Background: an optimization exercise with open tools, aiming at small area. Do not read the settings as production practice.
The RTL was checked by simulation tests, not by an equivalence proof against the original design.
Power and IR drop assume default switching activity.

==> lagoon <==
Design tpu_io_ctrl, start of the top module:
module tpu_io_ctrl #(
  parameter int WORD_SIZE = 256,
  parameter int ROWS      = 32,
  localparam int ADDR_W   = (ROWS > 1) ? $clog2(ROWS) : 1
) (
  input  logic                 clk,
  input  logic                 rst,
  input  logic                 in_valid,
  input  logic [WORD_SIZE-1:0] gbuff_a,
  input  logic [WORD_SIZE-1:0] gbuff_b,
  input  logic [4:0]           m,
  input  logic [4:0]           n,
  input  logic [4:0]           k,
  output logic                 wr_en,
  output logic [ADDR_W-1:0]    wr_addr,
  output logic [WORD_SIZE-1:0] wr_data_a,
  output logic [WORD_SIZE-1:0] wr_data_b,
  output logic                 start,
  output logic [4:0]           m_o,
  output logic [4:0]           n_o,
  output logic [4:0]           k_o,
  input  logic                 done,
  output logic                 rd_en,
  output logic [ADDR_W-1:0]    rd_addr,
  input  logic [WORD_SIZE-1:0] rd_data,
  output logic                 out_valid,
  output logic [WORD_SIZE-1:0] gbuff_out,
  output logic                 busy,
  output logic                 proto_err
);
  localparam logic [ADDR_W-1:0] LAST_ROW = ADDR_W'(ROWS - 1);
  logic                 load_q;       
  logic                 run_q;        
  logic                 rd_valid_q;   
  logic [ADDR_W-1:0]    cnt_q;        
  ...
==> module tpu_io_ctrl, before the edit <==
module tpu_io_ctrl #(
  parameter int WORD_SIZE = 256,
  parameter int ROWS      = 32,
  localparam int ADDR_W   = (ROWS > 1) ? $clog2(ROWS) : 1
) (
  input  logic                 clk,
  input  logic                 rst,
  input  logic                 in_valid,
  input  logic [WORD_SIZE-1:0] gbuff_a,
  input  logic [WORD_SIZE-1:0] gbuff_b,
  input  logic [4:0]           m,
  input  logic [4:0]           n,
  input  logic [4:0]           k,
  output logic                 wr_en,
  output logic [ADDR_W-1:0]    wr_addr,
  output logic [WORD_SIZE-1:0] wr_data_a,
  output logic [WORD_SIZE-1:0] wr_data_b,
  output logic                 start,
  output logic [4:0]           m_o,
  output logic [4:0]           n_o,
  output logic [4:0]           k_o,
  input  logic                 done,
  output logic                 rd_en,
  output logic [ADDR_W-1:0]    rd_addr,
  input  logic [WORD_SIZE-1:0] rd_data,
  output logic                 out_valid,
  output logic [WORD_SIZE-1:0] gbuff_out,
  output logic                 busy,
  output logic                 proto_err
);
  localparam logic [ADDR_W-1:0] LAST_ROW = ADDR_W'(ROWS - 1);
  logic                 load_q;       
  logic                 run_q;        
  logic                 rd_valid_q;   
  logic [ADDR_W-1:0]    cnt_q;        
  logic [WORD_SIZE-1:0] rdata_q;      
  logic read_ph;    
  logic accept;     
  logic last;       
  logic done_ok;    
  assign wr_addr = cnt_q;
  assign rd_addr = cnt_q;
  assign read_ph = rd_en | out_valid;
  assign busy    = load_q | run_q | read_ph;
  assign accept  = in_valid & ~run_q & ~read_ph;
  assign last    = accept & load_q & (cnt_q == ADDR_W'(ROWS - 2));
  assign start   = run_q & (cnt_q == LAST_ROW);
  assign done_ok = done & run_q & ~start;
  assign gbuff_out = rdata_q & {WORD_SIZE{out_valid}};
  logic              cnt_keep;
  logic [ADDR_W:0]   cnt_cy;
  logic [ADDR_W-1:0] cnt_nxt;
  assign cnt_keep  = load_q | rd_en;
  assign cnt_cy[0] = in_valid | rd_en;
  for (genvar i = 0; i < ADDR_W; i++) begin : g_cnt
    assign cnt_nxt[i]  = cnt_keep & (cnt_q[i] ^ cnt_cy[i]);
    assign cnt_cy[i+1] = cnt_cy[i] & cnt_q[i];
  end
  always_ff @(posedge clk or posedge rst) begin
    if (rst) begin
      load_q    <= 1'b0;
      run_q     <= 1'b0;
      wr_en     <= 1'b0;
      rd_en     <= 1'b0;
      out_valid <= 1'b0;
      proto_err <= 1'b0;
    end else begin
      load_q    <= (load_q | accept) & ~last;
      run_q     <= last | (run_q & ~done_ok);
      wr_en     <= accept;
      rd_en     <= done_ok | (rd_en & (cnt_q != LAST_ROW));
      out_valid <= rd_valid_q;
      if ((done & ~run_q) | (in_valid & (run_q | read_ph))) proto_err <= 1'b1;
    end
  end
  always_ff @(posedge clk) begin
    wr_data_a  <= gbuff_a;
    wr_data_b  <= gbuff_b;
    rdata_q    <= rd_data;
    rd_valid_q <= rd_en;
    cnt_q      <= cnt_nxt;
    if (!busy) begin
      m_o <= m;
      n_o <= n;
      k_o <= k;
    end
  end
endmodule
==> flow/config.mk <==
export PLATFORM = sky130hd
export DESIGN_NAME = tpu_io_ctrl
export DESIGN_NICKNAME = tpu_io_ctrl
export VERILOG_FILES = /design/flow/design.v
export SDC_FILE = /design/flow/constraint.sdc
export NUM_CORES = 4
export LEC_CHECK = 0
export CAP_MARGIN = 20
export CORE_AREA = 10 10 450 450
export DIE_AREA = 0 0 460 460
export SLEW_MARGIN = 20
==> flow/constraint.sdc <==
create_clock -name core_clock -period 5.0 [get_ports {clk}]
set_input_delay 1.0000 -clock core_clock [delete_from_list [all_inputs] [get_ports {clk}]]
set_output_delay 1.0000 -clock core_clock [all_outputs]
set_load 0.01 [all_outputs]
standard.sh (not shown) runs the stock make flow with config.mk's settings and CLKGATE_MAP_FILE= SYNTH_SCRIPT=/design/flow/synth_recipe.tcl, a recipe that flattens the netlist after the stock synthesis.
==> flow/flow/run.sh <==
#!/bin/bash
# Layout flow: the standard ORFS flow (the standard.sh) with
#  - port buffers of the smallest buffer cell,
#  - each data input pin placed next to the output pin it feeds (io.tcl),
#  - a clock tree of small buffers without dummy loads.
export IO_CONSTRAINTS="$PWD/flow/io.tcl"
export BUFFER_PORTS_ARGS="-buffer_cell sky130_fd_sc_hd__buf_1"
export CTS_ARGS="-sink_clustering_enable -repair_clock_nets -dont_use_dummy_load -buf_list {sky130_fd_sc_hd__clkbuf_8 sky130_fd_sc_hd__clkbuf_16} -sink_clustering_size 26 -sink_clustering_max_diameter 45"
export RECOVER_POWER=100
bash standard.sh > standard.log 2>&1
==> flow/flow/io.tcl <==
# Keep each data input pin next to the output pin of the register it feeds,
# so every data bit's buffer-register-buffer chain stays at the die edge.
for {set i 0} {$i < 256} {incr i} {
  set_io_pin_constraint -group -order -pin_names [list "gbuff_a\[$i\]" "wr_data_a\[$i\]"]
  set_io_pin_constraint -group -order -pin_names [list "gbuff_b\[$i\]" "wr_data_b\[$i\]"]
  set_io_pin_constraint -group -order -pin_names [list "rd_data\[$i\]" "gbuff_out\[$i\]"]
}
==> inputs of raven, as changes to lagoon <==
--- a/flow/design.v
+++ b/flow/design.v
@@ -33,6 +33,8 @@
   logic                 run_q;        
   logic                 rd_valid_q;   
+  logic                 rd_idle_q;    
+  logic                 out_idle_q;   
   logic [ADDR_W-1:0]    cnt_q;        
-  logic [WORD_SIZE-1:0] rdata_q;      
+  logic [WORD_SIZE-1:0] shared_n_q;   
   logic read_ph;    
   logic accept;     
@@ -41,5 +43,6 @@
   assign wr_addr = cnt_q;
   assign rd_addr = cnt_q;
-  assign read_ph = rd_en | out_valid;
+  assign out_valid = ~out_idle_q;
+  assign read_ph   = rd_en | out_valid;
   assign busy    = load_q | run_q | read_ph;
   assign accept  = in_valid & ~run_q & ~read_ph;
@@ -47,5 +50,6 @@
   assign start   = run_q & (cnt_q == LAST_ROW);
   assign done_ok = done & run_q & ~start;
-  assign gbuff_out = rdata_q & {WORD_SIZE{out_valid}};
+  assign wr_data_a = ~shared_n_q;
+  assign gbuff_out = ~(shared_n_q | {WORD_SIZE{out_idle_q}});
   logic              cnt_keep;
   logic [ADDR_W:0]   cnt_cy;
@@ -63,5 +67,4 @@
       wr_en     <= 1'b0;
       rd_en     <= 1'b0;
-      out_valid <= 1'b0;
       proto_err <= 1'b0;
     end else begin
@@ -70,13 +73,13 @@
       wr_en     <= accept;
       rd_en     <= done_ok | (rd_en & (cnt_q != LAST_ROW));
-      out_valid <= rd_valid_q;
       if ((done & ~run_q) | (in_valid & (run_q | read_ph))) proto_err <= 1'b1;
     end
   end
   always_ff @(posedge clk) begin
-    wr_data_a  <= gbuff_a;
+    shared_n_q <= ~((rd_data | {WORD_SIZE{rd_idle_q}}) & (gbuff_a | {WORD_SIZE{rd_valid_q}}));
     wr_data_b  <= gbuff_b;
-    rdata_q    <= rd_data;
     rd_valid_q <= rd_en;
+    rd_idle_q  <= ~rd_en;
+    out_idle_q <= ~rd_valid_q;
     cnt_q      <= cnt_nxt;
     if (!busy) begin
==> flow/flow/run.sh (replaced) <==
#!/bin/bash
# Layout flow: the standard ORFS flow (standard.sh, unchanged synthesis)
# with three changes to how the layout is made:
#  - io.tcl places every pin by hand, evenly around the die edge, with the
#    pins of each data bit next to each other (sourced at the end of
#    floorplan through IO_CONSTRAINTS; place_pins then leaves them alone);
#  - port buffers use the smallest buffer cell (buf_1);
#  - the clock tree uses clkbuf_8 leaf buffers for clusters of at most 20
#    flip-flops, clkbuf_16 above them, and no dummy loads.
# The full output of the ORFS run goes to standard.log; ORFS keeps each
# step's own log under orfs/logs.
export IO_CONSTRAINTS="$PWD/flow/io.tcl"
export BUFFER_PORTS_ARGS="-buffer_cell sky130_fd_sc_hd__buf_1"
export CTS_ARGS="-sink_clustering_enable -repair_clock_nets -dont_use_dummy_load -buf_list {sky130_fd_sc_hd__clkbuf_16} -sink_clustering_buffer sky130_fd_sc_hd__clkbuf_8 -sink_clustering_size 20 -sink_clustering_max_diameter 100"
bash standard.sh > standard.log 2>&1
==> flow/flow/io.tcl (replaced) <==
# Place every pin by hand, spread evenly around the die edge. Each data bit's
# pins sit together (gbuff_a, rd_data, wr_data_a, gbuff_out share a register;
# gbuff_b feeds wr_data_b), so its buffers and registers stay at the edge
# next to them. Control pins sit together in the middle of the left edge, with free
# slots on both sides of the clock pin.
set block [ord::get_db_block]
set die [$block getDieArea]
set dbu [$block getDbUnitsPerMicron]
set W [expr {double([$die xMax]) / $dbu}]
set H [expr {double([$die yMax]) / $dbu}]
set avoid 10.0
# slots, counterclockwise: bottom (met2), right (met3), top (met2), left (met3)
set slots {}
for {set x [expr {0.23 + 0.46 * ceil(($avoid - 0.23) / 0.46)}]} {$x <= $W - $avoid} {set x [expr {$x + 0.46}]} {
  lappend slots [list met2 $x 0.2425 {0.14 0.485}]
}
for {set y [expr {0.34 + 0.68 * ceil(($avoid - 0.34) / 0.68)}]} {$y <= $H - $avoid} {set y [expr {$y + 0.68}]} {
  lappend slots [list met3 [expr {$W - 0.4}] $y {0.8 0.3}]
}
set top {}
for {set x [expr {0.23 + 0.46 * ceil(($avoid - 0.23) / 0.46)}]} {$x <= $W - $avoid} {set x [expr {$x + 0.46}]} {
  lappend top [list met2 $x [expr {$H - 0.2425}] {0.14 0.485}]
}
set slots [concat $slots [lreverse $top]]
set left {}
for {set y [expr {0.34 + 0.68 * ceil(($avoid - 0.34) / 0.68)}]} {$y <= $H - $avoid} {set y [expr {$y + 0.68}]} {
  lappend left [list met3 0.4 $y {0.8 0.3}]
}
set slots [concat $slots [lreverse $left]]

# pin order around the ring
set data {}
for {set i 0} {$i < 256} {incr i} {
  lappend data "gbuff_a\[$i\]" "rd_data\[$i\]" "wr_data_a\[$i\]" "gbuff_out\[$i\]" "gbuff_b\[$i\]" "wr_data_b\[$i\]"
}
set ctrl {{} {} clk {} {} rst in_valid done wr_en start rd_en out_valid busy proto_err}
foreach b {m n k} {
  for {set i 0} {$i < 5} {incr i} { lappend ctrl "$b\[$i\]" "${b}_o\[$i\]" }
}
for {set i 0} {$i < 5} {incr i} { lappend ctrl "wr_addr\[$i\]" "rd_addr\[$i\]" }
# the control pins go where the left edge's middle falls in the ring
set n [llength $slots]
set m [expr {[llength $data] + [llength $ctrl]}]
set nl [llength $left]
set mid [expr {$n - $nl / 2}]
set at [expr {int(round(double($mid) * $m / $n)) - [llength $ctrl] / 2}]
set pins [concat [lrange $data 0 [expr {$at - 1}]] $ctrl [lrange $data $at end]]
for {set j 0} {$j < $m} {incr j} {
  set s [lindex $slots [expr {int(double($j) * $n / $m)}]]
  lassign $s layer x y size
  if {[lindex $pins $j] eq ""} continue
  place_pin -pin_name [lindex $pins $j] -layer $layer -location [list $x $y] -pin_size $size -force_to_die_boundary
}
- CAP_MARGIN: 20 -> 5
- SLEW_MARGIN: 20 -> 5
==> qor summary <==
                                                                      lagoon       raven
Leakage power total                                                   10.2 nW     8.87 nW
Outcome                                              timing/DRC/antenna clean  timing/DRC/antenna clean
Worst hold margin                                                    0.247 ns    0.233 ns
Switching Power                                                       3.44 mW     5.15 mW
Top achievable clock speed                                            248 MHz     294 MHz
Final cell area excluding filler cells                             0.0289 mm²  0.0244 mm²
Xor/xnor cell area share of the yosys netlist                         0.0484%     0.0576%
Post-route clock skew                                               0.0286 ns   0.0162 ns
Net switching fraction of the power                                     25.5%       40.4%
Flop and latch count out of synthesis                                     795         540
Number of antenna violations at the first check in global routing           3           1
Area grow syn2layout                                                    59.7%       60.2%
Proportion of power drawn by combinational gates                        13.8%       38.4%
Fraction of standard cell area in multi-input logic                     6.22%       11.3%
Ratio of total power to cell area                                  467 mW/mm²  524 mW/mm²
GP Congestion                                                           0.776       0.739
Area after DPL                                                     0.0271 mm²  0.0239 mm²
Total power consumption of the routed design                          13.5 mW     12.8 mW
Layout cell share with drive strength beyond 1                          2.85%       1.39%
Met3 usage                                                              2.95%       2.16%
Share of synthesized flip-flops with an asynchronous set or reset      0.755%      0.926%
Detail Placement HPWL                                                 48.2 mm     46.9 mm
Netlist area before placement                                      0.0181 mm²  0.0152 mm²
Part of the Yosys area used for sequential elements                     88.9%       72.2%
Buffering stage count on the worst path with inverters included             4           2
Routed length per placed instance                                     11.1 µm     10.3 µm

-- separate check: timing with driven ports --
The results above use ideal ports. As a check the final layouts listed here were re-extracted and re-timed, cells and wires unchanged.
Step 1, drivers: a clkbuf_16 drives clk and a buf_2 each remaining input, both assumed.
Step 2 adds t to the input delays and takes it off the output delays; t is the mean of the earliest and latest rising clock arrival at the registers after step 1. Input paths then give back, and output paths get back, about the clock's delay inside the block.
Three values: ideal, step 1, step 2; two values: the first two.
| run | t, ns | setup slack, ns | hold WS [ns] | worst register clock-pin slew, ns |
|---|---|---|---|---|
| lagoon | 0.697 | 0.970 / 0.897 / 1.593 | 0.247 / 0.226 / 0.323 | 0.07 / 0.07 |
| raven | 0.668 | 1.596 / 1.539 / 2.207 | 0.233 / 0.200 / 0.497 | 0.12 / 0.12 |
After both steps setup and hold are still met in every run listed.
